This design comes from an exercise in tuning for small area and a short achievable clock period on the open sky130 flow, not from production work. Where RTL was checked, it was by simulation tests only, not by an equivalence proof against the original. Power is estimated from default activity; no workload was simulated.

lane 1:
// mem_stage
module mem_stage (
    input  wire                       clk,
    input  wire                       rst_n,
    input  wire                       valid,
    input  mem_stage_pkg::mem_op_t    op,
    input  mem_stage_pkg::byte_addr_t addr,
    input  mem_stage_pkg::word_t      wdata,
    output mem_stage_pkg::word_t      rdata,
    output logic                      rdata_valid,
    output logic                      misaligned
);
make LEC_CHECK=0 CAP_MARGIN=20 CORE_MARGIN=2 CORE_UTILIZATION=55 CTS_BUF_LIST='sky130_fd_sc_hd__clkbuf_4 sky130_fd_sc_hd__clkbuf_8' SETUP_SLACK_MARGIN=2.7 SLEW_MARGIN=20 finish   # period 5.5 ns
run.sh (not shown) runs the stock make flow with config.mk's settings and CLKGATE_MAP_FILE= SYNTH_SCRIPT=/design/flow/synth_recipe.tcl, a recipe that flattens the netlist after the stock synthesis.
In summary, lane 1 completed successfully, with a layout that passed the timing, design-rule and antenna checks.
Edits applied to the flow inputs when going from lane 1 to lane 2:
==> flow/flow/run.sh (new file) <==
#!/bin/bash
# Standard ORFS layout with two changes: input and output ports are
# buffered with buf_2 instead of the default, and the resizer may swap a
# cell for one with a different footprint (so port buffers can be sized).
set -euo pipefail
bash standard.sh synth > synth.log 2>&1
bash standard.sh MATCH_CELL_FOOTPRINT=0 "BUFFER_PORTS_ARGS=-buffer_cell sky130_fd_sc_hd__buf_2" finish > layout.log 2>&1
==> flow/standard.sh (new file) <==
#!/bin/bash
# synth_recipe.tcl (not shown) runs the flow's synth.tcl, then flattens the netlist and writes it again
# the make line also repeats each setting of config.mk as NAME=value (left out here)
make -C /OpenROAD-flow-scripts/flow DESIGN_CONFIG=/design/flow/config.mk WORK_HOME=/design/flow/orfs CLKGATE_MAP_FILE= SYNTH_SCRIPT=/design/flow/synth_recipe.tcl "${@:-finish}"
removed: flow/run.sh
[summary]
Lane 2 vs. lane 1: leakage power went up by 2.4%.
When lane 2 is measured against lane 1, its final critical-path share of the clock period turns out 1.8 points lower.
Arrival time reported for the critical path endpoint: lane 2 vs lane 1 up 1.92 ns
As far as average size of a mapped cell goes, lane 2 and lane 1 are indistinguishable; the numbers are identical.
Number of buffers and inverters on the critical path was lower in lane 1 than in lane 2.
Routed length on met2 in lane 2 is 0.91% below lane 1.
The lower final standard cell count with taps included and fillers excluded came out of lane 1.
Relative to lane 1, the detailed-routing wirelength on met1 of lane 2 is lower by about 1.5%.
No run of this note included a check of the RTL's function; only the layout flow was run.

========
mem_stage, a different RTL version from the one above (not shown whole).
For scale: roughly 4600 cells after synthesis, roughly 2100 flip-flops.
==> flow/design.v (excerpt) <==
module mem_stage (
    input  wire                       clk,
    input  wire                       rst_n,
    input  wire                       valid,
    input  mem_stage_pkg::mem_op_t    op,
    input  mem_stage_pkg::byte_addr_t addr,
    input  mem_stage_pkg::word_t      wdata,
    output mem_stage_pkg::word_t      rdata,
    output logic                      rdata_valid,
    output logic                      misaligned
);
clock: 5.5 ns
lec_check: 0
cap_margin: 20
core_margin: 2
core_utilization: 62
cts_buf_list: sky130_fd_sc_hd__clkbuf_4 sky130_fd_sc_hd__clkbuf_8
cts_cluster_diameter: 50
cts_cluster_size: 16
setup_slack_margin: 2.4
slew_margin: 20
Stock flow here: none of the scripts above is used.
Change:
==> flow/flow/run.sh (new file) <==
#!/bin/bash
# Standard ORFS layout (standard synthesis) with these changes:
# - the resizer may swap a cell for one with a different footprint, so the
#   port buffers and other cells can be sized freely;
# - port buffers start as buf_2;
# - the pins of the misaligned check sit together (flow/io.tcl);
# - clock tree sinks are clustered in larger groups with smaller buffers,
#   and no dummy loads are added.
set -euo pipefail
bash standard.sh synth > synth.log 2>&1
bash standard.sh MATCH_CELL_FOOTPRINT=0 \
  "BUFFER_PORTS_ARGS=-buffer_cell sky130_fd_sc_hd__buf_2" \
  "PRE_IO_PLACEMENT_TCL=$PWD/flow/io.tcl" \
  "CTS_ARGS=-sink_clustering_enable -repair_clock_nets -sink_clustering_size 16 -sink_clustering_max_diameter 50 -dont_use_dummy_load -buf_list {sky130_fd_sc_hd__clkbuf_4 sky130_fd_sc_hd__clkbuf_8}" \
  finish > layout.log 2>&1
==> flow/flow/io.tcl (new file) <==
# Keep the pins of the combinational alignment check together, so that
# the input-to-output path of misaligned stays short.
set_io_pin_constraint -group -order -pin_names {op[3] op[2] op[1] op[0] valid addr[1] addr[0] misaligned}
==> flow/standard.sh (new file) <==
#!/bin/bash
# synth_recipe.tcl (not shown) runs the flow's synth.tcl, then flattens the netlist and writes it again
# the make line also repeats each setting of config.mk as NAME=value (left out here)
make -C /OpenROAD-flow-scripts/flow DESIGN_CONFIG=/design/flow/config.mk WORK_HOME=/design/flow/orfs CLKGATE_MAP_FILE= SYNTH_SCRIPT=/design/flow/synth_recipe.tcl "${@:-finish}"
- CORE_UTILIZATION: 62 -> 58
- CTS_BUF_LIST: sky130_fd_sc_hd__clkbuf_4 sky130_fd_sc_hd__clkbuf_8 -> unset
- CTS_CLUSTER_DIAMETER: 50 -> unset
- CTS_CLUSTER_SIZE: 16 -> unset
- SETUP_SLACK_MARGIN: 2.4 -> 2.55
removed: flow/run.sh
What happened:
- The changed run produced a clean layout
- worst setup slack gets better by 0.18 ns
- clock-buffer cell count drops by 15
- via count barely changes
- core utilization decreases by 3.9 points
- area after synthesis stays the same
Change:
--- a/flow/flow/run.sh
+++ b/flow/flow/run.sh
@@ -4,5 +4,4 @@
 #   port buffers and other cells can be sized freely;
 # - port buffers start as buf_2;
-# - the pins of the misaligned check sit together (flow/io.tcl);
 # - clock tree sinks are clustered in larger groups with smaller buffers,
 #   and no dummy loads are added.
@@ -11,5 +10,4 @@
 bash standard.sh MATCH_CELL_FOOTPRINT=0 \
   "BUFFER_PORTS_ARGS=-buffer_cell sky130_fd_sc_hd__buf_2" \
-  "PRE_IO_PLACEMENT_TCL=$PWD/flow/io.tcl" \
   "CTS_ARGS=-sink_clustering_enable -repair_clock_nets -sink_clustering_size 16 -sink_clustering_max_diameter 50 -dont_use_dummy_load -buf_list {sky130_fd_sc_hd__clkbuf_4 sky130_fd_sc_hd__clkbuf_8}" \
   finish > layout.log 2>&1
- CORE_UTILIZATION: 58 -> 62
- SETUP_SLACK_MARGIN: 2.55 -> 2.4
removed: flow/flow/io.tcl
Effect: The new run ran to the end with no violations; via count climbs by about 0.33%; die area drops by about 6.4%; fmax drops by about 2%; global-route usage climbs by 1.6 points.
Change:
--- a/flow/flow/run.sh
+++ b/flow/flow/run.sh
@@ -4,4 +4,5 @@
 #   port buffers and other cells can be sized freely;
 # - port buffers start as buf_2;
+# - the pins of the misaligned check sit together (flow/io.tcl);
 # - clock tree sinks are clustered in larger groups with smaller buffers,
 #   and no dummy loads are added.
@@ -10,4 +11,5 @@
 bash standard.sh MATCH_CELL_FOOTPRINT=0 \
   "BUFFER_PORTS_ARGS=-buffer_cell sky130_fd_sc_hd__buf_2" \
+  "PRE_IO_PLACEMENT_TCL=$PWD/flow/io.tcl" \
   "CTS_ARGS=-sink_clustering_enable -repair_clock_nets -sink_clustering_size 16 -sink_clustering_max_diameter 50 -dont_use_dummy_load -buf_list {sky130_fd_sc_hd__clkbuf_4 sky130_fd_sc_hd__clkbuf_8}" \
   finish > layout.log 2>&1
==> flow/flow/io.tcl (new file) <==
# Keep the pins of the combinational alignment check together, so that
# the input-to-output path of misaligned stays short.
set_io_pin_constraint -group -order -pin_names {op[3] op[2] op[1] op[0] valid addr[1] addr[0] misaligned}
- SETUP_SLACK_MARGIN: 2.4 -> 2.6
After rerunning: The new run completed without violations; via count came out higher by 0.84%; sequential power hardly moves; register-to-register slack is better by 0.13 ns; utilization is higher by 1.6 points; cell area increases by 2.2%; setup slack gains 0.15 ns; routed wire length climbs by 3.3%; global-route usage climbs by 1.5 points.

## separate check: timing with driven ports
No port has a modelled driver above. Below, the same layouts with a new extraction and two added sets of constraints. Step 1 (the two cells are an assumption about what drives the block):
set clk [get_ports {clk}]
set_driving_cell -lib_cell sky130_fd_sc_hd__clkbuf_16 $clk
set_driving_cell -lib_cell sky130_fd_sc_hd__buf_2 [delete_from_list [all_inputs] $clk]
Step 2 moves the port delays by t, midway between the first and last clock arrival at a register: inputs arrive t later, outputs are due t later. That takes back most of the time a late clock gives input paths. Three values: ideal ports, drivers, drivers and shift; two values: the first two.
run | shift t [ns] | setup slack, ns | worst setup path after step 2 | latest minus earliest clock arrival (ns) | worst register clock-pin slew, ns
lane 1 | 1.136 | 2.144 / 2.072 / 0.954 | input to register | 0.099 / 0.099 | 0.07 / 0.07
lane 2 | 1.116 | 2.243 / 2.107 / 0.991 | input to register | 0.068 / 0.067 | 0.08 / 0.08
the first run of note 2 | 1.047 | 2.192 / 2.151 / 1.104 | input to register | 0.056 / 0.056 | 0.11 / 0.11
the second run of note 2 | 1.002 | 2.375 / 2.225 / 1.223 | input to register | 0.088 / 0.088 | 0.11 / 0.11
the third run of note 2 | 1.053 | 2.314 / 2.245 / 1.192 | input to register | 0.130 / 0.130 | 0.11 / 0.11
the fourth run of note 2 | 1.020 | 2.461 / 2.292 / 1.272 | input to register | 0.155 / 0.155 | 0.11 / 0.11
After both steps setup and hold are still met in every run listed. For lane 2, which loses most, drivers alone change the setup slack by -0.136 ns; drivers and shift together by -1.252 ns.
